From an optimization exercise on the open Yosys and OpenROAD flow, aimed at a short achievable clock period and few clock cycles per item; shortcuts taken in it are not production practice.
The RTL was checked by simulation tests, not by an equivalence proof against the original design.
No run shown here takes its clock network from TritonCTS; it comes from the design's own scripts or RTL.
The clock input has no modelled driver; a real chip could not lean on it and would need a root buffer or a full tree.
Power and IR drop assume default switching activity.

$ cat flow/flow/run.sh
#!/bin/bash
# Own flow: the standard layout (standard.sh, standard synthesis), with
#  - a fixed two-level clock tree (flow/pre_cts.tcl replaces TritonCTS's tree),
#  - port buffers of sky130_fd_sc_hd__buf_4 instead of the default choice,
#  - cell sizing not limited to cells of the same footprint.
# Each tool's full output stays in orfs/logs; make's own output goes to flow_make.log.
set -euo pipefail
WORK=$(pwd)
bash standard.sh \
  MATCH_CELL_FOOTPRINT=0 \
  "BUFFER_PORTS_ARGS=-buffer_cell sky130_fd_sc_hd__buf_4" \
  PRE_CTS_TCL="$WORK/flow/pre_cts.tcl" \
  finish > "$WORK/flow_make.log" 2>&1
$ cat flow/flow/pre_cts.tcl
# Replaces TritonCTS with a fixed two-level clock tree built here: the clock port
# drives NMID clkbuf_16 mid buffers (the port feeds only those NMID pins), each mid
# drives NLEAF_PER_MID clkbuf_16 leaf buffers, and each leaf drives an equal share
# of the flip-flop clock pins. Sinks are grouped by recursive bisection of their
# positions, so every group is compact and every sink sees the same two buffers.
# The rest of ORFS's cts.tcl (legalisation, timing repair) runs unchanged after it.

if { ![info exists ::env(FLOW_NMID)] } { set ::env(FLOW_NMID) 4 }
if { ![info exists ::env(FLOW_NLEAF_PER_MID)] } { set ::env(FLOW_NLEAF_PER_MID) 22 }

proc my_split { items k } {
  # items: list of {x y obj}; returns k groups of near-equal size, spatially compact
  if { $k <= 1 } { return [list $items] }
  set xs [lmap it $items { lindex $it 0 }]
  set ys [lmap it $items { lindex $it 1 }]
  set dx [expr { [tcl::mathfunc::max {*}$xs] - [tcl::mathfunc::min {*}$xs] }]
  set dy [expr { [tcl::mathfunc::max {*}$ys] - [tcl::mathfunc::min {*}$ys] }]
  set idx [expr { $dx >= $dy ? 0 : 1 }]
  set sorted [lsort -real -index $idx $items]
  set k1 [expr { $k / 2 }]
  set k2 [expr { $k - $k1 }]
  set n [llength $sorted]
  set n1 [expr { int(round(double($n) * $k1 / $k)) }]
  set a [lrange $sorted 0 [expr { $n1 - 1 }]]
  set b [lrange $sorted $n1 end]
  return [concat [my_split $a $k1] [my_split $b $k2]]
}

proc my_centroid { items } {
  set sx 0.0
  set sy 0.0
  foreach it $items {
    set sx [expr { $sx + [lindex $it 0] }]
    set sy [expr { $sy + [lindex $it 1] }]
  }
  set n [llength $items]
  return [list [expr { int($sx / $n) }] [expr { int($sy / $n) }]]
}

proc my_add_buf { block master name x y innet outnet } {
  set inst [odb::dbInst_create $block $master $name]
  set w [[$inst getMaster] getWidth]
  set h [[$inst getMaster] getHeight]
  $inst setLocation [expr { $x - $w / 2 }] [expr { $y - $h / 2 }]
  $inst setPlacementStatus PLACED
  [$inst findITerm A] connect $innet
  [$inst findITerm X] connect $outnet
  return $inst
}

proc clock_tree_synthesis { args } {
  set db [ord::get_db]
  set block [ord::get_db_block]
  set master [$db findMaster sky130_fd_sc_hd__clkbuf_16]
  set bterm [$block findBTerm clk]
  set clknet [$bterm getNet]
  $clknet setSigType CLOCK

  set sinks {}
  foreach it [$clknet getITerms] {
    if { ![$it isInputSignal] } { continue }
    set box [[$it getInst] getBBox]
    set x [expr { ([$box xMin] + [$box xMax]) / 2 }]
    set y [expr { ([$box yMin] + [$box yMax]) / 2 }]
    lappend sinks [list $x $y $it]
  }
  set nmid $::env(FLOW_NMID)
  set nleaf $::env(FLOW_NLEAF_PER_MID)
  puts "bench cts: [llength $sinks] sinks, $nmid mid buffers, [expr {$nmid * $nleaf}] leaf buffers"

  set m 0
  set l 0
  foreach mgroup [my_split $sinks $nmid] {
    set lgroups [my_split $mgroup $nleaf]
    set leafpts {}
    foreach lg $lgroups { lappend leafpts [my_centroid $lg] }
    lassign [my_centroid $leafpts] mx my
    set midnet [odb::dbNet_create $block "clknet_mid_$m"]
    $midnet setSigType CLOCK
    my_add_buf $block $master "clkbuf_mid_$m" $mx $my $clknet $midnet
    foreach lg $lgroups pt $leafpts {
      set leafnet [odb::dbNet_create $block "clknet_leaf_$l"]
      $leafnet setSigType CLOCK
      lassign $pt lx ly
      my_add_buf $block $master "clkbuf_leaf_$l" $lx $ly $midnet $leafnet
      foreach s $lg {
        set it [lindex $s 2]
        $it disconnect
        $it connect $leafnet
      }
      incr l
    }
    incr m
  }
  set_propagated_clock [all_clocks]
  estimate_parasitics -placement
  report_clock_latency
}
$ cat flow/standard.sh
#!/bin/bash
# synth_recipe.tcl (not shown) runs the flow's synth.tcl, then flattens the netlist and writes it again
# the make line also repeats each setting of config.mk as NAME=value (left out here)
make -C /OpenROAD-flow-scripts/flow DESIGN_CONFIG=/design/flow/config.mk WORK_HOME=/design/flow/orfs CLKGATE_MAP_FILE= SYNTH_SCRIPT=/design/flow/synth_recipe.tcl "${@:-finish}"
$ cat flow/config.mk
export PLATFORM = sky130hd
export DESIGN_NAME = mem_wb_top
export DESIGN_NICKNAME = mem_wb_top
export VERILOG_FILES = /design/flow/design.v
export SDC_FILE = /design/flow/constraint.sdc
export NUM_CORES = 4
export LEC_CHECK = 0
export CAP_MARGIN = 20
export CORE_MARGIN = 2
export CORE_UTILIZATION = 60
export PLACE_DENSITY = 0.7
export SETUP_SLACK_MARGIN = 3
export SLEW_MARGIN = 20
$ cat flow/constraint.sdc
create_clock -name core_clock -period 5.0 [get_ports {clk}]
set_input_delay 1.0000 -clock core_clock [delete_from_list [all_inputs] [get_ports {clk}]]
set_output_delay 1.0000 -clock core_clock [all_outputs]
set_load 0.01 [all_outputs]
$ cat flow/design.v
package lib_cpu;
    localparam int CPU_XLEN   = 32;
    localparam int CPU_MEM_AW = 6;
    typedef struct packed {
        logic [CPU_XLEN-1:0] pc;
        logic                intr_en;
        logic [CPU_XLEN-1:0] intr_vec;
        logic [CPU_XLEN-1:0] intr_pc;
        logic                ack;
        logic                tx_req;
        logic [7:0]          tx_data;
    } SPECIAL_REG;
    typedef struct packed {
        logic                  w_rd;
        logic [CPU_XLEN-1:0]   x_rd;
        logic                  mem_r_req;
        logic                  mem_w_req;
        logic [CPU_MEM_AW-1:0] mem_addr;
        SPECIAL_REG            sr;
    } EXECUTE;
endpackage
package lib_mem;
    localparam int MEM_WORDS = 64;
    localparam logic [106:0] SR_RESET = '0;   
endpackage
module lib_data_ram #(
    parameter int W     = 32,
    parameter int AW    = 6,
    parameter int NBANK = 4
) (
    input  logic               clk,
    input  logic [(1<<AW)-1:0] wsel,
    input  logic [W-1:0]       wdata,
    input  logic [(1<<AW)-1:0] rsel,
    output logic [NBANK-1:0][W-1:0] rpart
);
    localparam int WORDS = 1 << AW;
    localparam int BANK  = WORDS / NBANK;
    logic [WORDS-1:0][W-1:0] mem;
    logic [NBANK-1:0][W-1:0] bank_or;
    always_ff @(posedge clk) begin
        for (int i = 0; i < WORDS; i++)
            if (wsel[i])
                mem[i] <= wdata;
    end
    always_comb begin
        for (int g = 0; g < NBANK; g++) begin
            bank_or[g] = '0;
            for (int j = 0; j < BANK; j++)
                bank_or[g] = bank_or[g] | (mem[g*BANK + j] & {W{rsel[g*BANK + j]}});
        end
    end
    always_ff @(posedge clk)
        rpart <= bank_or;
endmodule
module lib_mem_wb #(
    parameter int XLEN   = 32,
    parameter int MEM_AW = 6,
    parameter int RF_AW  = 4
) (
    input  logic             clk,
    input  logic             reset,
    input  logic             ex_valid,
    output logic             ex_ready,
    input  lib_cpu::EXECUTE  ex,
    input  logic [RF_AW-1:0] ex_rd,
    output logic             rf_we,
    output logic [RF_AW-1:0] rf_waddr,
    output logic [XLEN-1:0]  rf_wdata,
    output lib_cpu::SPECIAL_REG sr,
    output logic             commit,
    input  logic             intr_req,
    output logic             intr_pending
);
    localparam int WORDS = 1 << MEM_AW;
    localparam int NBANK = 4;
    logic                s1_valid;
    logic                s1_rf_we;    
    logic [XLEN-1:0]     s1_x_rd;
    logic                s1_x_sel;    
    logic [WORDS-1:0]    s1_rsel;     
    logic [WORDS-1:0]    s1_wsel;     
    lib_cpu::SPECIAL_REG s1_sr;
    logic [RF_AW-1:0]    s1_rd;
    logic                s2_valid;
    logic                s2_rf_we;
    logic [XLEN-1:0]     s2_x_data;   
    lib_cpu::SPECIAL_REG s2_sr;
    logic [RF_AW-1:0]    s2_rd;
    lib_cpu::SPECIAL_REG s3_sr;
    logic [NBANK-1:0][XLEN-1:0] ram_rpart;
    logic [XLEN-1:0]            ram_rdata;
    assign ex_ready = 1'b1;
    always_ff @(posedge clk) begin
        s1_valid <= ex_valid && !reset;
        s1_rf_we <= ex.w_rd && (ex_rd != '0);
        s1_x_rd  <= ex.x_rd;
        s1_x_sel <= !ex.mem_r_req;
        for (int i = 0; i < WORDS; i++) begin
            s1_rsel[i] <= ex.mem_r_req && ex.mem_addr == MEM_AW'(i);
            s1_wsel[i] <= ex_valid && !reset && ex.mem_w_req && !ex.mem_r_req
                          && ex.mem_addr == MEM_AW'(i);
        end
        s1_sr    <= ex.sr;
        s1_rd    <= ex_rd;
    end
    lib_data_ram #(
        .W     (XLEN),
        .AW    (MEM_AW),
        .NBANK (NBANK)
    ) u_ram (
        .clk   (clk),
        .wsel  (s1_wsel),
        .wdata (s1_x_rd),
        .rsel  (s1_rsel),
        .rpart (ram_rpart)
    );
    always_ff @(posedge clk) begin
        s2_valid  <= s1_valid && !reset;
        s2_rf_we  <= s1_rf_we;
        s2_x_data <= s1_x_rd & {XLEN{s1_x_sel}};
        s2_sr     <= s1_sr;
        s2_rd     <= s1_rd;
    end
    always_comb begin
        ram_rdata = s2_x_data;
        for (int g = 0; g < NBANK; g++)
            ram_rdata = ram_rdata | ram_rpart[g];
    end
    always_ff @(posedge clk) begin
        rf_waddr <= s2_rd;
        rf_wdata <= ram_rdata;
        if (reset) begin
            commit <= 1'b0;
            rf_we  <= 1'b0;
            s3_sr  <= lib_mem::SR_RESET;
        end else begin
            commit <= s2_valid;
            rf_we  <= s2_valid && s2_rf_we;
            if (s2_valid)
                s3_sr <= s2_sr;
        end
    end
    always_ff @(posedge clk) begin
        if (reset)
            sr <= lib_mem::SR_RESET;
        else
            sr <= s3_sr;
    end
    always_ff @(posedge clk) begin
        if (reset)
            intr_pending <= 1'b0;
        else if (intr_req)
            intr_pending <= 1'b1;
        else if (commit && s3_sr.ack)
            intr_pending <= 1'b0;
    end
endmodule
module mem_wb_top (
    input  logic         clk,
    input  logic         reset,
    input  logic         ex_valid,
    output logic         ex_ready,
    input  logic         ex_w_rd,
    input  logic [31:0]  ex_x_rd,
    input  logic         ex_mem_r_req,
    input  logic         ex_mem_w_req,
    input  logic [5:0]   ex_mem_addr,
    input  logic [106:0] ex_sr,
    input  logic [3:0]   ex_rd,
    output logic         rf_we,
    output logic [3:0]   rf_waddr,
    output logic [31:0]  rf_wdata,
    output logic [106:0] sr,
    output logic         commit,
    input  logic         intr_req,
    output logic         intr_pending
);
    lib_cpu::EXECUTE     ex;
    lib_cpu::SPECIAL_REG sr_s;
    assign ex.w_rd      = ex_w_rd;
    assign ex.x_rd      = ex_x_rd;
    assign ex.mem_r_req = ex_mem_r_req;
    assign ex.mem_w_req = ex_mem_w_req;
    assign ex.mem_addr  = ex_mem_addr;
    assign ex.sr        = ex_sr;
    assign sr           = sr_s;
    lib_mem_wb #(
        .XLEN   (32),
        .MEM_AW (6),
        .RF_AW  (4)
    ) u_mem_wb (
        .clk          (clk),
        .reset        (reset),
        .ex_valid     (ex_valid),
        .ex_ready     (ex_ready),
        .ex           (ex),
        .ex_rd        (ex_rd),
        .rf_we        (rf_we),
        .rf_waddr     (rf_waddr),
        .rf_wdata     (rf_wdata),
        .sr           (sr_s),
        .commit       (commit),
        .intr_req     (intr_req),
        .intr_pending (intr_pending)
    );
endmodule
==> results_tabular.tex, run 1 <==
\begin{tabular}{lr}
\hline
Metric & Value \\
\hline
\multicolumn{2}{l}{\textbf{Outcome}} \\
Status & complete, no violations \\
\multicolumn{2}{l}{\textbf{Floorplanning}} \\
Die boundary height & between 300 and 400 um \\
Area of the core region & 151900 um\^{}2 \\
Die Span X & a little under 400 um \\
Initial cell density of the core & about three fifths \\
Die Footprint & 156000 um\^{}2 \\
Site row count & 143 \\
I/O pin count & 303 \\
\multicolumn{2}{l}{\textbf{Logic synthesis}} \\
Synth top cells by count & edfxtp\_1 (2048), dfxtp\_1 (800), a221oi\_1 (512), a22o\_1 (512), nor2\_1 (260) \\
Cell type with the largest total area after synthesis & edfxtp\_1 \\
Cell variety after synth & 26 \\
Mapped Area & $\sim$90000 um\^{}2 \\
Syn Nets & 5018 \\
Synth Flop Type & edfxtp\_1 \\
Register bit total from synthesis & between 2000 and 3000 \\
Post-synth top area share & 67.07\% \\
Biggest area contributors in the synthesized netlist & edfxtp\_1 (67\%), dfxtp\_1 (17\%), a221oi\_1 (4.9\%), a22o\_1 (4.9\%), mux2i\_1 (1.2\%) \\
Leading cell type by number of instances after synthesis & edfxtp\_1 \\
Asr flop ratio synth & 0\% \\
Yosys warning count & 2 \\
Post-synth EDFFs & 2048 \\
Post-synthesis average cell area & 18.86 um\^{}2 \\
Sequential-to-total area share from yosys stat & 84.53\% \\
Gate count of the mapped netlist & 4862 \\
\multicolumn{2}{l}{\textbf{Timing}} \\
Highest Clock Rate & 478.0 MHz \\
Share of the clock period used by the worst path & 41.84\% \\
Max Slew Vio Count & 0 \\
Final hold violation count & 0 \\
Final setup vio count & 0 \\
Final-layout setup total negative slack & 0 ns \\
Final period demand of the worst path & roughly 2.1 ns \\
Headroom to the max-slew limit & 21.42\% \\
Final critical-path setup slack & 2.908 ns \\
Worst-Margin Slew & 1.179 ns \\
RSZ-0062 raised after global routing & true \\
Clock tree skew after final layout & 0.02795 ns \\
\multicolumn{2}{l}{\textbf{Power}} \\
Switching Share & 19.31\% \\
Power density of the placed cells & 362.7 nW/um\^{}2 \\
Switching power total & 6.973 mW \\
Clock share of power & a little over a quarter \\
Static Leakage & 32.33 nW \\
Part of the power in registers & 71.1\% \\
Internal Power & 29.14 mW \\
Largest voltage drop on the vdd net & 0.0004133 V \\
Total Power & 36.12 mW \\
Logic pwr share & 2.7\% \\
\multicolumn{2}{l}{\textbf{Final layout}} \\
Storage cell area & 77830 um\^{}2 \\
Footprint of the multi-input gates & between 10000 and 15000 um\^{}2 \\
Share of final-layout standard cells stronger than drive strength 1 & 14.55\% \\
Total number of nets in the final design & 5271 \\
Filler Cell Count & 10080 \\
Post-synthesis to final-layout area growth & 8.584\% \\
Final design utilization & 65.55\% \\
\multicolumn{2}{l}{\textbf{Setup path}} \\
Cell chain of the critical path & buf\_6 \\
Type of element capturing the critical path & output pin \\
Crit path required time & 4.00 ns \\
Buffers and inverters on the worst path & 1 \\
Arrival time of data at the critical path endpoint & 1.09 ns \\
Worst stage delay on the critical path & 0.38 ns \\
Family with the most delay on the worst path & flip-flops \\
Largest fanout on the critical path & 1 \\
Setup CP Type & reg2out \\
Crit-path slowest cell & dfxtp\_4 \\
Type of origin of the critical path & flop \\
\multicolumn{2}{l}{\textbf{Run}} \\
Number of violations of the max-capacitance limit & 0 \\
\multicolumn{2}{l}{\textbf{Clocking}} \\
Clk Latency, worst-skew pair & 0.61 ns \\
Clock edge transition at the registers on the reported setup and hold paths & 0.12 ns \\
Post-cts hold buffer count & 0 \\
\multicolumn{2}{l}{\textbf{Route}} \\
Vias per cell & 6.515 \\
ANT nets after route & 0 \\
Number of violations reported at the end of detailed-routing iteration 0 & 6127 \\
Routed wire length per instance & 29.95 um \\
Detailed Routing Iterations Pass 1 & 5 \\
Wire length after detailed routing & 214.2 mm \\
Number of vias after detailed routing & 46590 \\
DRC & 0 \\
\multicolumn{2}{l}{\textbf{Global route}} \\
Gr usage total & 26.56\% \\
Initial antenna violation count & 19 \\
First-pass GRT wire length & approximately 300 mm \\
Overflow left after global routing & 0 \\
Vias in the first global route & $\sim$45000 \\
Largest net degree at the start of global routing & 97 \\
\multicolumn{2}{l}{\textbf{Place}} \\
Port bufs & about 300 \\
Post-placement setup slack & $\sim$2.2 ns \\
HPWL after detailed placement & 109.6 mm \\
Final RePlAce weighted congestion & 0.7847 \\
\multicolumn{2}{l}{\textbf{Worst hold path}} \\
Class of the most critical hold timing path & reg2reg \\
\hline
\end{tabular}
## power groups by stage
stage	clock (mW)	combinational (mW)	sequential (mW)
CTS	9.59	0.964	25.7
detailed placement	0	0.927	26.2
global route	10.3	1.02	25.7
finish	9.46	0.965	25.7
global placement	0	0.898	26.2
floorplan	0	0.258	26.3
## placed cells by master (no fill, tap or decap), types with 115 or more instances in the layout
| master | n |
|---|---|
| nand4_1 | 129 |
| nor2_1 | 260 |
| buf_6 | 147 |
| nor2b_1 | 115 |
| a221oi_1 | 512 |
| dfxtp_2 | 230 |
| a22o_1 | 512 |
| buf_4 | 251 |
| edfxtp_1 | 2048 |
| dfxtp_1 | 562 |
## logic make-up after synthesis
kind of cell	count (synthesis)	share of synthesized area, %
flip-flops	2848	84.53
AND/OR/NAND/NOR	636	3.467
AO/OA/AOI/OAI	1026	9.798
other	1	0.004090
buffers and inverters	244	1.029
multiplexers	107	1.168
## through the flow
step,area (um^2),instances,hold slack [ns]
3_5_place_dp,96430,7047,0.3121
5_1_grt,99550,7144,0.3355
3_3_place_gp,96430,7047,0.3097
4_1_cts,99430,7140,0.3251
6_report,99570,7152,0.3207
2_1_floorplan,91710,4862,0.3096
## metal layers
layer,vias up,track usage [%],wire [um]
li1,19960,-,-
met1,24000,38.14,85320
met2,2323,43.39,101800
met3,289,4.445,21760
met4,16,5.793,5211
met5,-,0,101
## area by class of cell
| cell class | instances | area share (%) |
|---|---|---|
| flip-flops and latches | 2848 | 78.17 |
| multi-input cells | 1770 | 13.30 |
| repair buffers | 402 | 3.637 |
| well taps | 2030 | 2.551 |
| plain buffers | 92 | 2.312 |
| diodes | 9 | 0.02262 |
| inverters | 1 | 0.003770 |
## what timing repair did
item | in CTS | in global routing
pin swaps | 0 | 1
endpoints found under the setup margin | 163 | 183
buffers inserted | 1 | 1
resized for setup | 260 | 32
## final timing paths
kind / startpoint / end / slack [ns] / depth (start not counted)
hold reg to reg: u_mem_wb.s2_rd[2] / u_mem_wb.rf_waddr[2] / 0.32 / 0
setup / recovery: u_mem_wb.sr[36] / sr[36] / 2.91 / 1
hold / removal: u_mem_wb.s2_rd[2] / u_mem_wb.rf_waddr[2] / 0.32 / 0
setup reg to reg: u_mem_wb.s1_rsel[36] / u_mem_wb.u_ram.rpart[90] / 3.16 / 4
## registers in the layout (all words and copies together) (netlist names), 4 cells and up
name	count
u_mem_wb.s2_x_data	32
u_mem_wb.s2_rd	4
u_mem_wb.s1_x_rd	32
u_mem_wb.rf_waddr	4
u_mem_wb.sr	107
u_mem_wb.s1_rsel	64
u_mem_wb.s2_sr	107
u_mem_wb.s1_sr	107
u_mem_wb.s1_rd	4
u_mem_wb.s1_wsel	64
u_mem_wb.u_ram.mem	2048
u_mem_wb.rf_wdata	32
u_mem_wb.s3_sr	107
u_mem_wb.u_ram.rpart	128
Testbench counts, summed over its fixed seeds: cycles 16,024, items 16,000.
==> run 2, diff against run 1 <==
==> flow/flow/run.sh (replaced) <==
#!/bin/bash
# Own flow: the standard layout (standard.sh, standard synthesis), with
#  - a fixed, balanced three-level clock tree (flow/pre_cts.tcl replaces
#    TritonCTS's tree; the clock port feeds only the 4 top buffers),
#  - output flip-flops placed at their port buffers before detailed placement
#    (flow/pre_detail_place.tcl),
#  - port buffers of sky130_fd_sc_hd__buf_4 instead of the default choice,
#  - cell sizing not limited to cells of the same footprint.
# Each tool's full output stays in orfs/logs; make's own output goes to flow_make.log.
set -euo pipefail
WORK=$(pwd)
bash standard.sh \
  MATCH_CELL_FOOTPRINT=0 \
  "BUFFER_PORTS_ARGS=-buffer_cell sky130_fd_sc_hd__buf_4" \
  PRE_CTS_TCL="$WORK/flow/pre_cts.tcl" \
  PRE_DETAIL_PLACE_TCL="$WORK/flow/pre_detail_place.tcl" \
  finish > "$WORK/flow_make.log" 2>&1
==> flow/flow/pre_cts.tcl (replaced) <==
# Replaces TritonCTS with a fixed, balanced clock tree built here. FLOW_TREE
# lists the fanout of each buffer level, from the clock port down: with
# "4 4 6" the port drives 4 clkbuf_16 (the port feeds only those 4 pins), each
# drives 4, each of those drives 6 leaf buffers, and each leaf drives an equal
# share of the flip-flop clock pins. Sinks are grouped by recursive bisection
# of their positions, so every group is compact and every sink sees the same
# number of buffers. The rest of ORFS's cts.tcl (legalisation, timing repair)
# runs unchanged after it.

if { ![info exists ::env(FLOW_TREE)] } { set ::env(FLOW_TREE) "4 4 7" }

proc my_split { items k } {
  # items: list of {x y obj}; returns k groups of near-equal size, spatially compact
  if { $k <= 1 } { return [list $items] }
  set xs [lmap it $items { lindex $it 0 }]
  set ys [lmap it $items { lindex $it 1 }]
  set dx [expr { [tcl::mathfunc::max {*}$xs] - [tcl::mathfunc::min {*}$xs] }]
  set dy [expr { [tcl::mathfunc::max {*}$ys] - [tcl::mathfunc::min {*}$ys] }]
  set idx [expr { $dx >= $dy ? 0 : 1 }]
  set sorted [lsort -real -index $idx $items]
  set k1 [expr { $k / 2 }]
  set k2 [expr { $k - $k1 }]
  set n [llength $sorted]
  set n1 [expr { int(round(double($n) * $k1 / $k)) }]
  set a [lrange $sorted 0 [expr { $n1 - 1 }]]
  set b [lrange $sorted $n1 end]
  return [concat [my_split $a $k1] [my_split $b $k2]]
}

proc my_centroid { items } {
  set sx 0.0
  set sy 0.0
  foreach it $items {
    set sx [expr { $sx + [lindex $it 0] }]
    set sy [expr { $sy + [lindex $it 1] }]
  }
  set n [llength $items]
  return [list [expr { int($sx / $n) }] [expr { int($sy / $n) }]]
}

proc my_build { block master items fanouts innet level } {
  global my_nbuf
  if { [llength $fanouts] == 0 } {
    foreach s $items {
      set it [lindex $s 2]
      $it disconnect
      $it connect $innet
    }
    return
  }
  set k [lindex $fanouts 0]
  foreach g [my_split $items $k] {
    set n $my_nbuf
    incr my_nbuf
    lassign [my_centroid $g] x y
    set net [odb::dbNet_create $block "clknet_${level}_$n"]
    $net setSigType CLOCK
    set inst [odb::dbInst_create $block $master "clkbuf_${level}_$n"]
    set w [$master getWidth]
    set h [$master getHeight]
    $inst setLocation [expr { $x - $w / 2 }] [expr { $y - $h / 2 }]
    $inst setPlacementStatus PLACED
    [$inst findITerm A] connect $innet
    [$inst findITerm X] connect $net
    my_build $block $master $g [lrange $fanouts 1 end] $net [expr { $level + 1 }]
  }
}

proc clock_tree_synthesis { args } {
  global my_nbuf
  set my_nbuf 0
  set db [ord::get_db]
  set block [ord::get_db_block]
  set master [$db findMaster sky130_fd_sc_hd__clkbuf_16]
  set clknet [[$block findBTerm clk] getNet]
  $clknet setSigType CLOCK
  set sinks {}
  foreach it [$clknet getITerms] {
    if { ![$it isInputSignal] } { continue }
    set box [[$it getInst] getBBox]
    set x [expr { ([$box xMin] + [$box xMax]) / 2 }]
    set y [expr { ([$box yMin] + [$box yMax]) / 2 }]
    lappend sinks [list $x $y $it]
  }
  puts "bench cts: [llength $sinks] sinks, tree $::env(FLOW_TREE)"
  my_build $block $master $sinks $::env(FLOW_TREE) $clknet 0
  puts "bench cts: $my_nbuf buffers"
  set_propagated_clock [all_clocks]
}
==> flow/flow/pre_detail_place.tcl (new file) <==
# Before detailed placement: put each flip-flop that drives an output port's
# buffer at that buffer's location (detailed placement then legalises both),
# so the flip-flop's output wire to the port buffer is short.
set my_block [ord::get_db_block]
set my_moved 0
foreach bterm [$my_block getBTerms] {
  if { [$bterm getIoType] != "OUTPUT" } { continue }
  set net [$bterm getNet]
  if { $net == "NULL" } { continue }
  set buf ""
  foreach it [$net getITerms] {
    if { [$it isOutputSignal] } { set buf [$it getInst] }
  }
  if { $buf == "" } { continue }
  set innet ""
  foreach it [$buf getITerms] {
    if { [$it isInputSignal] } { set innet [$it getNet] }
  }
  if { $innet == "" || $innet == "NULL" } { continue }
  set drv ""
  foreach it [$innet getITerms] {
    if { [$it isOutputSignal] } { set drv [$it getInst] }
  }
  if { $drv == "" } { continue }
  if { ![string match "*__df*" [[$drv getMaster] getName]] } { continue }
  lassign [$buf getLocation] bx by
  $drv setLocation $bx $by
  incr my_moved
}
puts "flow: moved $my_moved output flip-flops to their port buffers"
==> run 2 against run 1 <==
Compared with the run above:
- design area rose by 0.95%
- routed wire length rose by 1.5%
- first-iteration DRC count rose by 0.67%
- highest routed layer unchanged
- clock skew rose by 0.0032 ns
- critical endpoint is now sr[33]
- die area did not move
==> results_tabular.tex, run 2 <==
\begin{tabular}{lr}
\hline
Metric & Value \\
\hline
\multicolumn{2}{l}{\textbf{Outcome}} \\
Status & complete, no violations \\
\multicolumn{2}{l}{\textbf{Logic synthesis}} \\
Cell type with the largest total area after synthesis & edfxtp\_1 \\
Sequential-to-total area share from yosys stat & 84.53\% (unchanged) \\
Yosys warning count & 2 (unchanged) \\
Post-synth top area share & 67.07\% (unchanged) \\
Biggest area contributors in the synthesized netlist & edfxtp\_1 (67\%), dfxtp\_1 (17\%), a221oi\_1 (4.9\%), a22o\_1 (4.9\%), mux2i\_1 (1.2\%) \\
Asr flop ratio synth & 0\% (unchanged) \\
Synth top cells by count & edfxtp\_1 (2048), dfxtp\_1 (800), a221oi\_1 (512), a22o\_1 (512), nor2\_1 (260) \\
Cell variety after synth & 26 (unchanged) \\
Post-synth EDFFs & 2048 (unchanged) \\
Gate count of the mapped netlist & 4862 (unchanged) \\
Syn Nets & 5018 (unchanged) \\
Post-synthesis average cell area & 18.86 um\^{}2 (unchanged) \\
Mapped Area & 91700 um\^{}2 (unchanged) \\
Register bit total from synthesis & 2848 (unchanged) \\
Leading cell type by number of instances after synthesis & edfxtp\_1 \\
Synth Flop Type & edfxtp\_1 \\
\multicolumn{2}{l}{\textbf{Final layout}} \\
Filler Cell Count & 9932 (-1.4\%) \\
Total number of nets in the final design & 5308 (+0.70\%) \\
Top Registers & u\_mem\_wb.u\_ram.mem: 2048 flops, u\_mem\_wb.u\_ram.rpart: 128 flops \\
Number of flip-flops under the largest register name & 2048 (unchanged) \\
Share of final-layout standard cells stronger than drive strength 1 & 15.11\% (+0.56 points) \\
Number of non-filler instances in the completed layout & 7183 (+0.43\%) \\
Most frequent standard cell in the layout excluding fill and tap cells & edfxtp\_1 \\
Top reg by flops & u\_mem\_wb.u\_ram.mem \\
Post-synthesis to final-layout area growth & 9.612\% \\
Leading cell types in the layout, fill and taps excluded & edfxtp\_1 (2048), dfxtp\_1 (565), a22o\_1 (512), a221oi\_1 (512), nor2\_1 (260) \\
\multicolumn{2}{l}{\textbf{Route}} \\
Number of violations reported at the end of detailed-routing iteration 0 & 6168 (+0.67\%) \\
Detailed Routing Iterations Pass 1 & 6 (+1) \\
Wire length after detailed routing & 217.3 mm (+1.5\%) \\
Routed wire length per instance & 30.25 um (+1.0\%) \\
DRC & 0 (unchanged) \\
ANT nets after route & 0 (unchanged) \\
Number of vias after detailed routing & 47050 (+0.97\%) \\
Vias per cell & 6.550 (+0.54\%) \\
\multicolumn{2}{l}{\textbf{Global route}} \\
Vias in the first global route & 45180 (+1.3\%) \\
Initial antenna violation count & 21 (+2) \\
Overflow left after global routing & 0 (unchanged) \\
Largest net degree at the start of global routing & 97 (unchanged) \\
Gr usage total & 27.00\% (+0.44 points) \\
First-pass GRT wire length & 307.5 mm (+1.7\%) \\
\multicolumn{2}{l}{\textbf{Setup path}} \\
Family with the most delay on the worst path & flip-flops \\
Arrival time of data at the critical path endpoint & 1.03 ns (-0.06 ns) \\
Type of element capturing the critical path & output pin \\
Largest fanout on the critical path & 1 (unchanged) \\
Buffers and inverters on the worst path & 1 (unchanged) \\
Crit path required time & 4.00 ns (about the same) \\
Startpoint of the most critical register-to-register path & u\_mem\_wb.s1\_rsel[36] \\
Crit-path slowest cell & dfxtp\_2 \\
Crit path from & u\_mem\_wb.sr[33] \\
Type of origin of the critical path & flop \\
Cell chain of the critical path & buf\_6 \\
Setup CP Type & reg2out \\
Reg2reg setup slack & 3.16 ns (about the same) \\
Worst stage delay on the critical path & 0.34 ns (-0.04 ns) \\
\multicolumn{2}{l}{\textbf{Worst hold path}} \\
Worst Min Path Start & u\_mem\_wb.s1\_sr[103] \\
Class of the most critical hold timing path & reg2reg \\
\multicolumn{2}{l}{\textbf{Run}} \\
Number of violations of the max-capacitance limit & 0 (unchanged) \\
\multicolumn{2}{l}{\textbf{Floorplanning}} \\
I/O pin count & 303 (unchanged) \\
Initial cell density of the core & 60.36\% (unchanged) \\
Die Footprint & 156000 um\^{}2 (unchanged) \\
Area of the core region & 151900 um\^{}2 (unchanged) \\
Die boundary height & 394.9 um (unchanged) \\
Die Span X & 394.9 um (unchanged) \\
Site row count & 143 (unchanged) \\
\multicolumn{2}{l}{\textbf{Timing}} \\
Final setup vio count & 0 (unchanged) \\
Final period demand of the worst path & 2.026 ns (-0.06660 ns) \\
Clock tree skew after final layout & 0.03118 ns (+0.003227 ns) \\
Worst-Margin Slew & 1.204 ns (+0.02551 ns) \\
Share of the clock period used by the worst path & 40.51\% (-1.3 points) \\
Highest Clock Rate & 493.7 MHz (+3.3\%) \\
Final hold violation count & 0 (unchanged) \\
Max Slew Vio Count & 0 (unchanged) \\
Final-layout setup total negative slack & 0 ns (unchanged) \\
RSZ-0062 raised after global routing & true \\
Final worst hold slack & 0.3294 ns (+0.008755 ns) \\
Headroom to the max-slew limit & 19.72\% (-1.7 points) \\
\multicolumn{2}{l}{\textbf{Place}} \\
Dpl cells & 7047 (unchanged) \\
Port bufs & 301 (unchanged) \\
HPWL after detailed placement & 109.7 mm (about the same) \\
Final RePlAce weighted congestion & 0.7847 (unchanged) \\
\multicolumn{2}{l}{\textbf{Power}} \\
Largest voltage drop on the vdd net & 0.0002971 V (-28\%) \\
Power density of the placed cells & 377.7 nW/um\^{}2 (+4.1\%) \\
Static Leakage & 32.81 nW (+1.5\%) \\
\multicolumn{2}{l}{\textbf{Clocking}} \\
Clk Latency, worst-skew pair & 0.57 ns (-0.04 ns) \\
Clock edge transition at the registers on the reported setup and hold paths & 0.09 ns (-0.03 ns) \\
\hline
\end{tabular}
==> run 2: cell counts after synthesis <==
No cell type changed its count.
==> run 2: cells by family (layout without fill, tap and decap cells) <==
kind of cell	Yosys count	in the layout	synth area share (%)
AOI/OAI and AO/OA	1026	1026	9.798
buffers and inverters	244	532	1.029
DFF	2848	2848	84.53
muxes	107	107	1.168
other	1	4	0.004090
and+or+nand+nor	636	636	3.467
==> run 2: metal layers <==
metal / wire (um) / track usage [%] / part of all wire, % / up-vias
li1: - / - / - / 20040
met5: 122 / 0 / 0.056 / -
met2: 102800 / 43.56 / 47 / 2570
met4: 5793 / 6.291 / 2.7 / 20
met3: 23110 / 4.651 / 11 / 329
met1: 85450 / 39.03 / 39 / 24080
==> run 2: area by class of cell <==
type / instances / area, um^2 / area share (%)
timing repair buffer: 399 / 3582 / 3.564
antenna: 3 / 7.507 / 0.007469
inverter: 1 / 3.754 / 0.003735
buffer: 132 / 3303 / 3.286
sequential: 2848 / 77830 / 77.43
multi-input combinational: 1770 / 13250 / 13.18
tap: 2030 / 2540 / 2.527
==> run 2: stage by stage <==
stage	utilization (%)	setup slack, ns	instance area [um^2]	power, mW
floorplan	-	2.948	91710	26.53
global placement	63.48	2.213	96430	27.09
detailed placement	63.48	2.141	96430	27.13
CTS	66.10	2.928	100400	38.13
global route	66.16	2.935	100500	39.02
finish	66.17	2.974	100500	37.96
==> run 2: where the power goes <==
| part | internal [mW] | switching [mW] | total, mW |
|---|---|---|---|
| clock | 4.76 | 6.54 | 11.3 |
| sequential | 25.5 | 0.169 | 25.7 |
| combinational | 0.334 | 0.639 | 0.973 |
| total | 30.6 | 7.34 | 38.0 |
==> run 2: timing repair <==
action | 4_1_cts | 5_1_grt
gates cloned | 0 | 0
endpoints found under the setup margin | 255 | 213
hold buffers | 0 | 0
gates resized for setup | 255 | 35
buffers inserted | 0 | 1
==> run 2: final timing paths <==
| path | endpoint | cells past startpoint |
|---|---|---|
| min | u_mem_wb.s2_sr[103] | 0 |
| min reg2reg | u_mem_wb.s2_sr[103] | 0 |
| max reg2reg | u_mem_wb.u_ram.rpart[90] | 4 |
| max | sr[33] | 1 |
==> run 3, diff against run 2 <==
--- a/flow/design.v
+++ b/flow/design.v
@@ -88,17 +88,18 @@
     lib_cpu::SPECIAL_REG s2_sr;
     logic [RF_AW-1:0]    s2_rd;
     lib_cpu::SPECIAL_REG s3_sr;
+    logic                s3_any;
     logic [NBANK-1:0][XLEN-1:0] ram_rpart;
     logic [XLEN-1:0]            ram_rdata;
     assign ex_ready = 1'b1;
     always_ff @(posedge clk) begin
-        s1_valid <= ex_valid && !reset;
+        s1_valid <= ex_valid;
         s1_rf_we <= ex.w_rd && (ex_rd != '0);
         s1_x_rd  <= ex.x_rd;
         s1_x_sel <= !ex.mem_r_req;
         for (int i = 0; i < WORDS; i++) begin
             s1_rsel[i] <= ex.mem_r_req && ex.mem_addr == MEM_AW'(i);
-            s1_wsel[i] <= ex_valid && !reset && ex.mem_w_req && !ex.mem_r_req
+            s1_wsel[i] <= ex_valid && ex.mem_w_req && !ex.mem_r_req
                           && ex.mem_addr == MEM_AW'(i);
         end
         s1_sr    <= ex.sr;
@@ -130,22 +131,23 @@
     always_ff @(posedge clk) begin
         rf_waddr <= s2_rd;
         rf_wdata <= ram_rdata;
+        if (s2_valid)
+            s3_sr <= s2_sr;
         if (reset) begin
             commit <= 1'b0;
             rf_we  <= 1'b0;
-            s3_sr  <= lib_mem::SR_RESET;
+            s3_any <= 1'b0;
         end else begin
             commit <= s2_valid;
             rf_we  <= s2_valid && s2_rf_we;
-            if (s2_valid)
-                s3_sr <= s2_sr;
+            s3_any <= s3_any || s2_valid;
         end
     end
     always_ff @(posedge clk) begin
         if (reset)
             sr <= lib_mem::SR_RESET;
         else
-            sr <= s3_sr;
+            sr <= s3_any ? s3_sr : lib_mem::SR_RESET;
     end
     always_ff @(posedge clk) begin
         if (reset)
==> run 3 against run 2 <==
Compared with the run above:
- fmax about the same
- sequential share of layout area up 1.3 points
- critical path depth unchanged
- combinational power down 4.7%
- sequential power about the same
- final cell count down 2.7%
- worst setup slack worse by 0.0015 ns
- first-iteration DRC count down 3.0%
- largest cell class unchanged
==> results_tabular.tex, run 3 <==
\begin{tabular}{lr}
\hline
Metric & Value \\
\hline
\multicolumn{2}{l}{\textbf{Floorplanning}} \\
I/O pin count & 303 (unchanged) \\
Die Footprint & 155300 um\^{}2 (-0.46\%) \\
Die boundary height & 394.0 um (-0.23\%) \\
Site row count & 143 (unchanged) \\
Die Span X & 394.0 um (-0.23\%) \\
Initial cell density of the core & 60.23\% (-0.14 points) \\
Area of the core region & 151500 um\^{}2 (-0.24\%) \\
\multicolumn{2}{l}{\textbf{Power}} \\
Largest voltage drop on the vdd net & 0.0003353 V (+13\%) \\
Part of the power in registers & 67.9\% (+0.2 points) \\
Clock share of power & 29.7\% (about the same) \\
Static Leakage & 32.62 nW (-0.57\%) \\
Switching Share & 19.30\% (-0.049 points) \\
Total Power & 38.11 mW (+0.39\%) \\
Power density of the placed cells & 380.0 nW/um\^{}2 (+0.62\%) \\
Logic pwr share & 2.4\% (-0.2 points) \\
Internal Power & 30.76 mW (+0.45\%) \\
Switching power total & 7.354 mW (+0.14\%) \\
\multicolumn{2}{l}{\textbf{Logic synthesis}} \\
Gate count of the mapped netlist & 4626 (-4.9\%) \\
Portion of netlist area occupied by mux cells & 0\% (-1.2 points) \\
Synthesized-area fraction occupied by ao, oa, aoi and oai cells & 9.844\% (+0.045 points) \\
Post-synthesis average cell area & 19.73 um\^{}2 (+4.6\%) \\
Mapped Area & 91270 um\^{}2 (-0.46\%) \\
Yosys warning count & 2 (unchanged) \\
Asr flop ratio synth & 0\% (unchanged) \\
Synth top cells by count & edfxtp\_1 (2155), dfxtp\_1 (694), a221oi\_1 (512), a22o\_1 (512), clkbuf\_1 (214) \\
Synth Flop Type & edfxtp\_1 \\
Post-synthesis share of cell area spent on and, or, nand and nor gates & 3.101\% (-0.37 points) \\
Sequential-to-total area share from yosys stat & 86.12\% (+1.6 points) \\
Fraction of the mapped netlist area in adder cells & 0\% (unchanged) \\
Syn Nets & 4782 (-4.7\%) \\
Post-synth EDFFs & 2155 (+5.2\%) \\
Leading cell type by number of instances after synthesis & edfxtp\_1 \\
Largest family of logic cells by synthesized area & compound AO/OA/AOI/OAI gates \\
Cell type with the largest total area after synthesis & edfxtp\_1 \\
Xor-xnor portion of the synthesized cell area & 0\% (unchanged) \\
Register bit total from synthesis & 2849 (+0.035\%) \\
Cell variety after synth & 25 (-3.8\%) \\
Post-synth top area share & 70.90\% (+3.8 points) \\
Biggest area contributors in the synthesized netlist & edfxtp\_1 (71\%), dfxtp\_1 (15\%), a221oi\_1 (4.9\%), a22o\_1 (4.9\%), and2\_1 (0.96\%) \\
\multicolumn{2}{l}{\textbf{Global route}} \\
Initial antenna violation count & 13 (-38\%) \\
Gr usage total & 27.37\% (+0.36 points) \\
First-pass GRT wire length & 307.9 mm (+0.13\%) \\
Vias in the first global route & 43920 (-2.8\%) \\
Largest net degree at the start of global routing & 70 (-28\%) \\
Overflow left after global routing & 0 (unchanged) \\
\multicolumn{2}{l}{\textbf{Setup path}} \\
Crit path required time & 4.00 ns (about the same) \\
Startpoint of the most critical register-to-register path & u\_mem\_wb.s1\_rsel[4] \\
Type of origin of the critical path & flop \\
Family with the most delay on the worst path & flip-flops \\
Type of element capturing the critical path & output pin \\
Cell depth of the worst flop-to-flop path & 4 (unchanged) \\
Reg-to-reg critical path endpoint & u\_mem\_wb.u\_ram.rpart[5] \\
Worst stage delay on the critical path & 0.36 ns (+0.02 ns) \\
Arrival time of data at the critical path endpoint & 1.03 ns (about the same) \\
Crit-path slowest cell & dfxtp\_2 \\
Setup CP Type & reg2out \\
Largest fanout on the critical path & 2 (+1) \\
Reg2reg setup slack & 3.21 ns (+0.05 ns) \\
Buffers and inverters on the worst path & 1 (unchanged) \\
Cell chain of the critical path & buf\_6 \\
\multicolumn{2}{l}{\textbf{Timing}} \\
Final critical-path setup slack & 2.973 ns (-0.001500 ns) \\
Headroom to the max-slew limit & 21.07\% (+1.3 points) \\
Max Slew Vio Count & 0 (unchanged) \\
Final-layout setup total negative slack & 0 ns (unchanged) \\
Final setup vio count & 0 (unchanged) \\
Final hold violation count & 0 (unchanged) \\
Final period demand of the worst path & 2.027 ns (+0.001500 ns) \\
Share of the clock period used by the worst path & 40.54\% (about the same) \\
Highest Clock Rate & 493.3 MHz (about the same) \\
Clock tree skew after final layout & 0.02310 ns (-0.008074 ns) \\
Worst-Margin Slew & 1.184 ns (-0.02021 ns) \\
RSZ-0062 raised after global routing & true \\
\multicolumn{2}{l}{\textbf{Place}} \\
DP Area & 96110 um\^{}2 (-0.33\%) \\
Port bufs & 301 (unchanged) \\
Post-placement setup slack & 2.336 ns (+0.1943 ns) \\
Dpl cells & 6836 (-3.0\%) \\
HPWL after detailed placement & 111.9 mm (+2.0\%) \\
Final RePlAce weighted congestion & 0.8029 (+2.3\%) \\
\multicolumn{2}{l}{\textbf{Worst hold path}} \\
Worst Min Path Start & u\_mem\_wb.s1\_sr[62] \\
Class of the most critical hold timing path & reg2reg \\
Hold depth & 0 (unchanged) \\
Min-Delay Endpoint & u\_mem\_wb.s2\_sr[62] \\
\multicolumn{2}{l}{\textbf{Final layout}} \\
Number of non-filler instances in the completed layout & 6991 (-2.7\%) \\
Post-synthesis to final-layout area growth & 9.872\% \\
Most frequent standard cell in the layout excluding fill and tap cells & edfxtp\_1 \\
Filler Cell Count & 9798 (-1.3\%) \\
Leading cell types in the layout, fill and taps excluded & edfxtp\_1 (2155), a22o\_1 (512), a221oi\_1 (512) \\
Total number of nets in the final design & 5100 (-3.9\%) \\
Top reg by flops & u\_mem\_wb.u\_ram.mem \\
Number of flip-flops under the largest register name & 2048 (unchanged) \\
Post-route cell area & 100300 um\^{}2 (-0.23\%) \\
Share of final-layout standard cells stronger than drive strength 1 & 15.99\% (+0.88 points) \\
Top Registers & u\_mem\_wb.u\_ram.mem: 2048 flops, u\_mem\_wb.u\_ram.rpart: 128 flops \\
\multicolumn{2}{l}{\textbf{Clocking}} \\
Clk Latency, worst-skew pair & 0.57 ns (about the same) \\
Post-cts hold buffer count & 0 (unchanged) \\
Clock edge transition at the registers on the reported setup and hold paths & 0.09 ns (about the same) \\
\multicolumn{2}{l}{\textbf{Route}} \\
Number of vias after detailed routing & 45830 (-2.6\%) \\
Number of violations reported at the end of detailed-routing iteration 0 & 5981 (-3.0\%) \\
DRC & 0 (unchanged) \\
Routed wire length per instance & 31.28 um (+3.4\%) \\
ANT nets after route & 0 (unchanged) \\
Detailed Routing Iterations Pass 1 & 5 (-1) \\
Wire length after detailed routing & 218.7 mm (+0.63\%) \\
Vias per cell & 6.556 (about the same) \\
\multicolumn{2}{l}{\textbf{Outcome}} \\
Status & complete, no violations \\
\multicolumn{2}{l}{\textbf{Run}} \\
Number of violations of the max-capacitance limit & 0 (unchanged) \\
\hline
\end{tabular}
[run 3: cell types whose count changed after synthesis, moves of 6 or more]
cell / change
and2_1: +107
edfxtp_1: +107
mux2i_1: -107
nor2_1: -107
nor2b_1: -107
dfxtp_1: -106
buf_2: -10
nor2_2: -10
nor2_4: +10
clkbuf_1: -8
buf_1: -6
[run 3: cells by family after synthesis]
kind of cell,Yosys count
other,1
buffers and inverters,220
and+or+nand+nor,530
DFF,2849
AOI/OAI and AO/OA,1026
[run 3: power groups by stage]
stage	Clock (mW)	Sequential (mW)	Combinational, mW
4_1_cts	11.5	25.9	0.913
2_1_floorplan	0	26.5	0.185
3_3_place_gp	0	26.4	0.834
5_1_grt	12.2	25.9	0.979
3_5_place_dp	0	26.4	0.869
6_report	11.3	25.9	0.927
[run 3: per-stage QoR]
stage / util, % / hold slack [ns]
after floorplan: - / 0.3096
after global placement: 63.41 / 0.3102
after detailed placement: 63.42 / 0.3121
after CTS: 66.04 / 0.3292
after global routing: 66.14 / 0.3330
final: 66.17 / 0.3236
[run 3: area by class of cell]
cell class	count	area, um^2	share of cell area [%]
Inverter	1	3.754	0.003743
Antenna cell	19	47.55	0.04741
Multi-Input combinational cell	1558	11840	11.80
Sequential cell	2849	78940	78.71
Timing Repair Buffer	402	3616	3.606
Tap cell	2030	2540	2.533
Buffer	132	3303	3.294
[run 3: metal layers]
metal  vias up  part of all wire (%)  track usage, %  wire (um)
met5         -                 0.050               0        109
met4        20                   3.0           7.157       6523
met3       362                    11           5.630      23750
met2      2494                    46           43.11     101500
met1     23530                    40           39.61      86820
li1      19430                     -               -          -
[run 3: repair_timing]
item / 4_1_cts / 5_1_grt
setup buffers: 0 / 1
gates cloned: 1 / 0
endpoints found under the setup margin: 210 / 161
resized for setup: 243 / 48
[run 3: worst max path at each step]
| stage | startpoint | endpoint | depth (start not counted) |
|---|---|---|---|
| 2_1_floorplan | ex_mem_r_req | u_mem_wb.s1_wsel[7] | 5 |
| 3_3_place_gp | ex_mem_r_req | u_mem_wb.s1_wsel[15] | 4 |
| 3_5_place_dp | reset | u_mem_wb.sr[80] | 4 |
| 4_1_cts | u_mem_wb.commit | commit | 1 |
| 5_1_grt | u_mem_wb.commit | commit | 1 |
| 6_report | u_mem_wb.commit | commit | 1 |
Testbench counts of run 3, summed over its fixed seeds: cycles 16,024, items 16,000.
==> run 4, diff against run 3 <==
--- a/flow/config.mk
+++ b/flow/config.mk
@@ -7,7 +7,7 @@
 export LEC_CHECK = 0
 export CAP_MARGIN = 20
 export CORE_MARGIN = 2
-export CORE_UTILIZATION = 60
-export PLACE_DENSITY = 0.7
+export CORE_UTILIZATION = 66
+export PLACE_DENSITY = 0.76
 export SETUP_SLACK_MARGIN = 3
 export SLEW_MARGIN = 20
==> run 4 against run 3 <==
Compared with the run above:
- critical path type unchanged
- sequential power hardly changed
- combinational power is 2% lower
- routed wire length is 0.32% lower
- area after synthesis stayed put
- via count is 1.3% higher
- power is 0.26% lower
- still clean on timing, DRC and antenna
- sequential share of layout area is 0.27 points higher
- hold slack better by 0.00063 ns
- largest cell class unchanged
==> results_tabular.tex, run 4 <==
\begin{tabular}{lr}
\hline
Metric & Value \\
\hline
\multicolumn{2}{l}{\textbf{Outcome}} \\
Status & complete, no violations \\
\multicolumn{2}{l}{\textbf{Timing}} \\
Final setup vio count & 0 (unchanged) \\
Final critical-path setup slack & 2.978 ns (+0.005330 ns) \\
Headroom to the max-slew limit & 17.58\% (-3.5 points) \\
Final-layout setup total negative slack & 0 ns (unchanged) \\
Worst-Margin Slew & 1.236 ns (+0.05231 ns) \\
Final period demand of the worst path & 2.022 ns (-0.005330 ns) \\
Share of the clock period used by the worst path & 40.44\% (-0.11 points) \\
Final hold violation count & 0 (unchanged) \\
RSZ-0062 raised after global routing & true \\
Max Slew Vio Count & 0 (unchanged) \\
Highest Clock Rate & 494.6 MHz (+0.26\%) \\
Clock tree skew after final layout & 0.03360 ns (+0.01050 ns) \\
\multicolumn{2}{l}{\textbf{Global route}} \\
Largest net degree at the start of global routing & 66 (-5.7\%) \\
Routing usage on met1 & 39.93\% (+0.33 points) \\
Gr usage total & 30.22\% (+2.9 points) \\
First-pass GRT wire length & 306.7 mm (-0.41\%) \\
M3 GR Usage & 6.727\% (+1.1 points) \\
Initial antenna violation count & 17 (+4) \\
Overflow left after global routing & 0 (unchanged) \\
GRT Max-Usage Layer & met2 \\
Vias in the first global route & 45450 (+3.5\%) \\
Fraction of met2 tracks used by global routing & 49.11\% (+6.0 points) \\
\multicolumn{2}{l}{\textbf{Logic synthesis}} \\
Synthesized-area fraction occupied by ao, oa, aoi and oai cells & 9.844\% (unchanged) \\
Post-synthesis share of cell area spent on and, or, nand and nor gates & 3.101\% (unchanged) \\
Post-synthesis average cell area & 19.73 um\^{}2 (unchanged) \\
Largest family of logic cells by synthesized area & compound AO/OA/AOI/OAI gates \\
Mapped Area & 91270 um\^{}2 (unchanged) \\
Asr flop ratio synth & 0\% (unchanged) \\
Yosys warning count & 2 (unchanged) \\
Synth top cells by count & edfxtp\_1 (2155), dfxtp\_1 (694), a221oi\_1 (512), a22o\_1 (512), clkbuf\_1 (214) \\
Gate count of the mapped netlist & 4626 (unchanged) \\
Biggest area contributors in the synthesized netlist & edfxtp\_1 (71\%), dfxtp\_1 (15\%), a221oi\_1 (4.9\%), a22o\_1 (4.9\%), and2\_1 (0.96\%) \\
Post-synth top area share & 70.90\% (unchanged) \\
Post-synth EDFFs & 2155 (unchanged) \\
Xor-xnor portion of the synthesized cell area & 0\% (unchanged) \\
Sequential-to-total area share from yosys stat & 86.12\% (unchanged) \\
Fraction of the mapped netlist area in adder cells & 0\% (unchanged) \\
Cell type with the largest total area after synthesis & edfxtp\_1 \\
Synth Flop Type & edfxtp\_1 \\
Portion of netlist area occupied by mux cells & 0\% (unchanged) \\
Register bit total from synthesis & 2849 (unchanged) \\
Cell variety after synth & 25 (unchanged) \\
Leading cell type by number of instances after synthesis & edfxtp\_1 \\
Syn Nets & 4782 (unchanged) \\
\multicolumn{2}{l}{\textbf{Place}} \\
Final RePlAce weighted congestion & 0.8565 (+6.7\%) \\
Port bufs & 301 (unchanged) \\
HPWL after detailed placement & 111.9 mm (about the same) \\
Post-placement setup slack & 2.302 ns (-0.03395 ns) \\
Dpl cells & 6598 (-3.5\%) \\
\multicolumn{2}{l}{\textbf{Final layout}} \\
Post-synthesis to final-layout area growth & 9.481\% \\
Storage cell area & 78930 um\^{}2 (about the same) \\
Most frequent standard cell in the layout excluding fill and tap cells & edfxtp\_1 \\
Share of final-layout standard cells stronger than drive strength 1 & 15.79\% (-0.20 points) \\
Filler Cell Count & 7635 (-22\%) \\
Footprint of the multi-input gates & 11840 um\^{}2 (about the same) \\
Number of non-filler instances in the completed layout & 6741 (-3.6\%) \\
Top Registers & u\_mem\_wb.u\_ram.mem: 2048 flops, u\_mem\_wb.u\_ram.rpart: 128 flops \\
Total number of nets in the final design & 5098 (-0.039\%) \\
Top reg by flops & u\_mem\_wb.u\_ram.mem \\
Leading cell types in the layout, fill and taps excluded & edfxtp\_1 (2155), a22o\_1 (512), a221oi\_1 (512) \\
Number of flip-flops under the largest register name & 2048 (unchanged) \\
\multicolumn{2}{l}{\textbf{Route}} \\
Routed wire length per instance & 32.34 um (+3.4\%) \\
Number of vias after detailed routing & 46440 (+1.3\%) \\
Wire length after detailed routing & 218.0 mm (-0.32\%) \\
Detailed Routing Iterations Pass 1 & 5 (unchanged) \\
DRC & 0 (unchanged) \\
Vias per cell & 6.889 (+5.1\%) \\
ANT nets after route & 0 (unchanged) \\
Number of violations reported at the end of detailed-routing iteration 0 & 5927 (-0.90\%) \\
\multicolumn{2}{l}{\textbf{Power}} \\
Switching Share & 19.11\% (-0.19 points) \\
Part of the power in registers & 68.0\% (about the same) \\
Power density of the placed cells & 380.4 nW/um\^{}2 (+0.10\%) \\
Total Power & 38.01 mW (-0.26\%) \\
Internal Power & 30.75 mW (about the same) \\
Switching power total & 7.263 mW (-1.2\%) \\
Logic pwr share & 2.4\% (about the same) \\
Largest voltage drop on the vdd net & 0.0004085 V (+22\%) \\
Static Leakage & 32.61 nW (about the same) \\
Clock share of power & 29.6\% (about the same) \\
\multicolumn{2}{l}{\textbf{Setup path}} \\
Buffers and inverters on the worst path & 1 (unchanged) \\
Cell chain of the critical path & buf\_6 \\
Type of element capturing the critical path & output pin \\
Arrival time of data at the critical path endpoint & 1.02 ns (about the same) \\
Reg2reg setup slack & 3.20 ns (about the same) \\
Cell depth of the worst flop-to-flop path & 4 (unchanged) \\
Crit-path slowest cell & dfxtp\_2 \\
Crit path from & u\_mem\_wb.commit \\
Type of origin of the critical path & flop \\
Worst stage delay on the critical path & 0.36 ns (about the same) \\
Reg-to-reg critical path endpoint & u\_mem\_wb.u\_ram.rpart[22] \\
Startpoint of the most critical register-to-register path & u\_mem\_wb.s1\_rsel[5] \\
Largest fanout on the critical path & 2 (unchanged) \\
Family with the most delay on the worst path & flip-flops \\
Crit path required time & 4.00 ns (about the same) \\
Setup CP Type & reg2out \\
\multicolumn{2}{l}{\textbf{Floorplanning}} \\
I/O pin count & 303 (unchanged) \\
Die boundary height & 375.9 um (-4.6\%) \\
Die Footprint & 141300 um\^{}2 (-9.0\%) \\
Initial cell density of the core & 66.47\% (+6.2 points) \\
Site row count & 136 (-4.9\%) \\
Area of the core region & 137300 um\^{}2 (-9.4\%) \\
Die Span X & 375.9 um (-4.6\%) \\
\multicolumn{2}{l}{\textbf{Worst hold path}} \\
Min-Delay Endpoint & u\_mem\_wb.s2\_sr[42] \\
Worst Min Path Start & u\_mem\_wb.s1\_sr[42] \\
Class of the most critical hold timing path & reg2reg \\
Hold depth & 0 (unchanged) \\
\multicolumn{2}{l}{\textbf{Clocking}} \\
Clock edge transition at the registers on the reported setup and hold paths & 0.09 ns (about the same) \\
Clk Latency, worst-skew pair & 0.57 ns (about the same) \\
Post-cts hold buffer count & 0 (unchanged) \\
\multicolumn{2}{l}{\textbf{Run}} \\
Number of violations of the max-capacitance limit & 0 (unchanged) \\
\hline
\end{tabular}
run 4: cell counts after synthesis:
No cell type changed its count.
run 4: per-stage QoR:
stage	utilization, %	area (um^2)	hold slack, ns
final	72.77	99930	0.3242
after global routing	72.76	99910	0.3341
after CTS	72.63	99740	0.3318
after detailed placement	69.76	95800	0.3121
after global placement	69.75	95780	0.3096
after floorplan	-	91280	0.3096
run 4: power groups by stage:
| stage | Clock [mW] | Sequential [mW] | Combinational (mW) |
|---|---|---|---|
| global route | 12.0 | 25.9 | 0.965 |
| global placement | 0 | 26.4 | 0.813 |
| detailed placement | 0 | 26.4 | 0.849 |
| CTS | 11.3 | 25.9 | 0.895 |
| floorplan | 0 | 26.5 | 0.185 |
| finish | 11.2 | 25.9 | 0.912 |
run 4: per-layer routing:
metal	wire length, um	part of all wire [%]
met5	134	0.061
met4	11230	5.2
met3	23850	11
met2	103900	48
met1	78830	36
run 4: cell families after synthesis:
kind of cell / after synthesis
buffers and inverters: 220
other: 1
DFF: 2849
AOI/OAI and AO/OA: 1026
and+or+nand+nor: 530
run 4: cell type report:
class,instances,share of cell area (%)
sequential,2849,78.98
multi-input combinational,1558,11.85
timing repair buffer,400,3.591
buffer,132,3.306
tap,1794,2.246
antenna,7,0.01753
inverter,1,0.003756
run 4: worst max-delay path by stage:
stage / to / cells past startpoint
6_report: commit / 1
5_1_grt: commit / 1
4_1_cts: rf_wdata[9] / 1
3_5_place_dp: u_mem_wb.sr[75] / 4
3_3_place_gp: u_mem_wb.s1_wsel[10] / 4
2_1_floorplan: u_mem_wb.s1_wsel[7] / 5
run 4: timing repair:
item / in CTS / in global routing
pin swaps: 0 / 0
setup endpoints to repair: 203 / 206
gates cloned: 1 / 0
buffers inserted: 1 / 0
resized for setup: 231 / 53
==> run 5, diff against run 4 <==
--- a/flow/config.mk
+++ b/flow/config.mk
@@ -7,7 +7,7 @@
 export LEC_CHECK = 0
 export CAP_MARGIN = 20
 export CORE_MARGIN = 2
-export CORE_UTILIZATION = 66
-export PLACE_DENSITY = 0.76
+export CORE_UTILIZATION = 74
+export PLACE_DENSITY = 0.84
 export SETUP_SLACK_MARGIN = 3
 export SLEW_MARGIN = 20
==> run 5 against run 4 <==
Compared with the run above:
- now fails the layout checks on antenna rules
- clock skew shrank 0.0019 ns
- fmax shrank 1.9%
- final cell count shrank 2.2%
- routed wire length grew 10%
- sequential cell count is the same
- area after synthesis is the same
- die area shrank 11%
- sequential share of layout area grew 0.10 points
- register-to-register slack lost 0.16 ns
- global-route usage grew 7.0 points
- via count grew 6.1%
- critical endpoint is now rf_wdata[20]
==> results_tabular.tex, run 5 <==
\begin{tabular}{lr}
\hline
Metric & Value \\
\hline
\multicolumn{2}{l}{\textbf{Place}} \\
DP Area & 95670 um\^{}2 (-0.14\%) \\
Post-placement setup slack & 2.314 ns (+0.01207 ns) \\
Port bufs & 301 (unchanged) \\
Dpl cells & 6442 (-2.4\%) \\
Final RePlAce weighted congestion & 0.8230 (-3.9\%) \\
HPWL after detailed placement & 119.6 mm (+6.9\%) \\
\multicolumn{2}{l}{\textbf{Logic synthesis}} \\
Cell variety after synth & 25 (unchanged) \\
Register bit total from synthesis & 2849 (unchanged) \\
Post-synth top area share & 70.90\% (unchanged) \\
Asr flop ratio synth & 0\% (unchanged) \\
Gate count of the mapped netlist & 4626 (unchanged) \\
Cell type with the largest total area after synthesis & edfxtp\_1 \\
Yosys warning count & 2 (unchanged) \\
Mapped Area & 91270 um\^{}2 (unchanged) \\
Biggest area contributors in the synthesized netlist & edfxtp\_1 (71\%), dfxtp\_1 (15\%), a221oi\_1 (4.9\%), a22o\_1 (4.9\%), and2\_1 (0.96\%) \\
Leading cell type by number of instances after synthesis & edfxtp\_1 \\
Post-synth EDFFs & 2155 (unchanged) \\
Sequential-to-total area share from yosys stat & 86.12\% (unchanged) \\
Synth Flop Type & edfxtp\_1 \\
Syn Nets & 4782 (unchanged) \\
Post-synthesis average cell area & 19.73 um\^{}2 (unchanged) \\
Synth top cells by count & edfxtp\_1 (2155), dfxtp\_1 (694), a221oi\_1 (512), a22o\_1 (512), clkbuf\_1 (214) \\
\multicolumn{2}{l}{\textbf{Floorplanning}} \\
I/O pin count & 303 (unchanged) \\
Initial cell density of the core & 74.79\% (+8.3 points) \\
Die Footprint & 126200 um\^{}2 (-11\%) \\
Die Span X & 355.2 um (-5.5\%) \\
Site row count & 128 (-5.9\%) \\
Area of the core region & 122000 um\^{}2 (-11\%) \\
Die boundary height & 355.2 um (-5.5\%) \\
\multicolumn{2}{l}{\textbf{Global route}} \\
Overflow left after global routing & 0 (unchanged) \\
Vias in the first global route & 48700 (+7.1\%) \\
First-pass GRT wire length & 334.2 mm (+9.0\%) \\
Largest net degree at the start of global routing & 69 (+4.5\%) \\
Gr usage total & 37.22\% (+7.0 points) \\
Initial antenna violation count & 13 (-4) \\
\multicolumn{2}{l}{\textbf{Timing}} \\
Clock tree skew after final layout & 0.03174 ns (-0.001866 ns) \\
Final setup vio count & 0 (unchanged) \\
Final critical-path setup slack & 2.938 ns (-0.03975 ns) \\
Final worst hold slack & 0.3280 ns (+0.003759 ns) \\
Headroom to the max-slew limit & 16.79\% (-0.79 points) \\
Share of the clock period used by the worst path & 41.23\% (+0.80 points) \\
Final period demand of the worst path & 2.062 ns (+0.03975 ns) \\
Max Slew Vio Count & 0 (unchanged) \\
RSZ-0062 raised after global routing & true \\
Final hold violation count & 0 (unchanged) \\
Worst-Margin Slew & 1.248 ns (+0.01186 ns) \\
Highest Clock Rate & 485.1 MHz (-1.9\%) \\
Final-layout setup total negative slack & 0 ns (unchanged) \\
\multicolumn{2}{l}{\textbf{Route}} \\
Number of vias after detailed routing & 49280 (+6.1\%) \\
Wire length on met3 & 31.85 mm (+34\%) \\
Routed length on met2 & 114.5 mm (+10\%) \\
Wire length after detailed routing & 240.7 mm (+10\%) \\
Top layer in use & met5 \\
Number of violations reported at the end of detailed-routing iteration 0 & 7992 (+35\%) \\
ANT nets after route & 1 (+1) \\
DRC & 0 (unchanged) \\
Wire length on met1 & 78.13 mm (-0.89\%) \\
Routed wire length per instance & 36.53 um (+13\%) \\
Detailed Routing Iterations Pass 1 & 6 (+1) \\
Vias per cell & 7.478 (+8.5\%) \\
\multicolumn{2}{l}{\textbf{Final layout}} \\
Top reg by flops & u\_mem\_wb.u\_ram.mem \\
Total number of nets in the final design & 5111 (+0.26\%) \\
Number of non-filler instances in the completed layout & 6590 (-2.2\%) \\
Leading cell types in the layout, fill and taps excluded & edfxtp\_1 (2155), a22o\_1 (512), a221oi\_1 (512) \\
Final design utilization & 81.76\% (+9.0 points) \\
Share of final-layout standard cells stronger than drive strength 1 & 16.01\% (+0.22 points) \\
Number of flip-flops under the largest register name & 2048 (unchanged) \\
Most frequent standard cell in the layout excluding fill and tap cells & edfxtp\_1 \\
Top Registers & u\_mem\_wb.u\_ram.mem: 2048 flops, u\_mem\_wb.u\_ram.rpart: 128 flops \\
Post-route cell area & 99780 um\^{}2 (-0.15\%) \\
Post-synthesis to final-layout area growth & 9.319\% \\
\multicolumn{2}{l}{\textbf{Power}} \\
Switching power total & 7.432 mW (+2.3\%) \\
Static Leakage & 32.67 nW (+0.19\%) \\
Internal Power & 30.76 mW (about the same) \\
Largest voltage drop on the vdd net & 0.0004382 V (+7.2\%) \\
Switching Share & 19.46\% (+0.35 points) \\
Total Power & 38.19 mW (+0.47\%) \\
Part of the power in registers & 67.8\% (-0.2 points) \\
Power density of the placed cells & 382.8 nW/um\^{}2 (+0.62\%) \\
Logic pwr share & 2.4\% (about the same) \\
Clock share of power & 29.7\% (about the same) \\
\multicolumn{2}{l}{\textbf{Setup path}} \\
Crit path required time & 4.00 ns (about the same) \\
Worst stage delay on the critical path & 0.37 ns (about the same) \\
Type of origin of the critical path & flop \\
Arrival time of data at the critical path endpoint & 1.06 ns (+0.04 ns) \\
Buffers and inverters on the worst path & 1 (unchanged) \\
Crit-path slowest cell & dfxtp\_2 \\
Type of element capturing the critical path & output pin \\
Family with the most delay on the worst path & flip-flops \\
Largest fanout on the critical path & 1 (-1) \\
Setup CP Type & reg2out \\
Cell chain of the critical path & buf\_6 \\
\multicolumn{2}{l}{\textbf{Worst hold path}} \\
Class of the most critical hold timing path & reg2reg \\
\multicolumn{2}{l}{\textbf{Clocking}} \\
Clk Latency, worst-skew pair & 0.58 ns (about the same) \\
Clock edge transition at the registers on the reported setup and hold paths & 0.10 ns (about the same) \\
Post-cts hold buffer count & 0 (unchanged) \\
\multicolumn{2}{l}{\textbf{Run}} \\
Number of violations of the max-capacitance limit & 0 (unchanged) \\
\multicolumn{2}{l}{\textbf{Outcome}} \\
Causes of the layout check failure & antenna rules \\
Status & finished with violations \\
\hline
\end{tabular}
run 5: cell count changes in the layout (fill, tap and decap cells not counted):
cell and delta:
dfxtp_2 +8, buf_4 +15, diode_2 +5, nand3_1 +1, buf_12 -2, dfxtp_4 -7
dfxtp_1 -1, nand3_2 -1
run 5: cell families (layout without fill, tap and decap cells):
kind of cell,after synthesis,after routing,synth area share (%)
AND/OR/NAND/NOR,530,531,3.101
other,1,13,0.004109
buffers and inverters,220,546,0.9308
AO/OA/AOI/OAI,1026,1026,9.844
flip-flops,2849,2849,86.12
run 5: path summary, 6_finish.rpt:
kind	from	end	slack (ns)	cells past startpoint
worst max-delay path	u_mem_wb.rf_wdata[20]	rf_wdata[20]	2.94	1
worst min-delay path	u_mem_wb.s1_sr[72]	u_mem_wb.s2_sr[72]	0.33	0
worst max register to register	u_mem_wb.s1_rsel[36]	u_mem_wb.u_ram.rpart[84]	3.04	3
worst min register to register	u_mem_wb.s1_sr[72]	u_mem_wb.s2_sr[72]	0.33	0
run 5: repair_timing:
action / CTS / global route
pin swaps: 0 / 0
endpoints found under the setup margin: 213 / 262
buffers inserted: 1 / 2
gates cloned: 1 / 0
gates resized for setup: 233 / 56
run 5: metal layers:
layer | vias to the layer above | track usage, %
li1 | 19430 | -
met1 | 24520 | 48.43
met2 | 4452 | 59.59
met3 | 865 | 8.262
met4 | 16 | 20.27
met5 | - | 0
run 5: final cells by class:
type	count	area, um^2
Buffer	132	3303
Multi-Input combinational cell	1558	11840
Sequential cell	2849	78910
Antenna cell	12	30.03
Timing Repair Buffer	413	3661
Inverter	1	3.754
Fill cell	5212	22260
Tap cell	1625	2033
run 5: power by group through the flow:
stage,Sequential [mW],Combinational [mW],Clock [mW]
2_1_floorplan,26.5,0.185,0
3_3_place_gp,26.4,0.781,0
3_5_place_dp,26.4,0.826,0
4_1_cts,25.9,0.876,11.3
5_1_grt,25.9,0.953,12.0
6_report,25.9,0.918,11.4

## port drivers added, routing unchanged
In the flow no input, the clock included, has a driving cell. The finished layouts below were timed again as built, in two steps. Step 1 sets driving cells, clkbuf_16 on the clock port and buf_2 on the other inputs (assumed; they add their load-dependent delay and slew). Step 2 also shifts input and output timing later by t, the mid clock arrival at the registers, as if the neighbouring blocks saw the same clock. Slacks: ideal ports / drivers / drivers and shift; pairs: ideal ports / drivers.
run | t (ns) | slack for setup (ns) | clock arrival spread, ns
run 1 | 0.775 | 2.908 / 2.730 / 2.366 | 0.034 / 0.034
run 2 | 0.746 | 2.974 / 2.787 / 2.405 | 0.036 / 0.036
run 3 | 0.738 | 2.973 / 2.797 / 2.522 | 0.030 / 0.031
run 4 | 0.724 | 2.978 / 2.810 / 2.532 | 0.043 / 0.042
run 5 | 0.728 | 2.938 / 2.771 / 2.474 | 0.034 / 0.034
For run 2, which loses most, drivers alone change the setup slack by -0.187 ns; drivers and shift together by -0.569 ns.
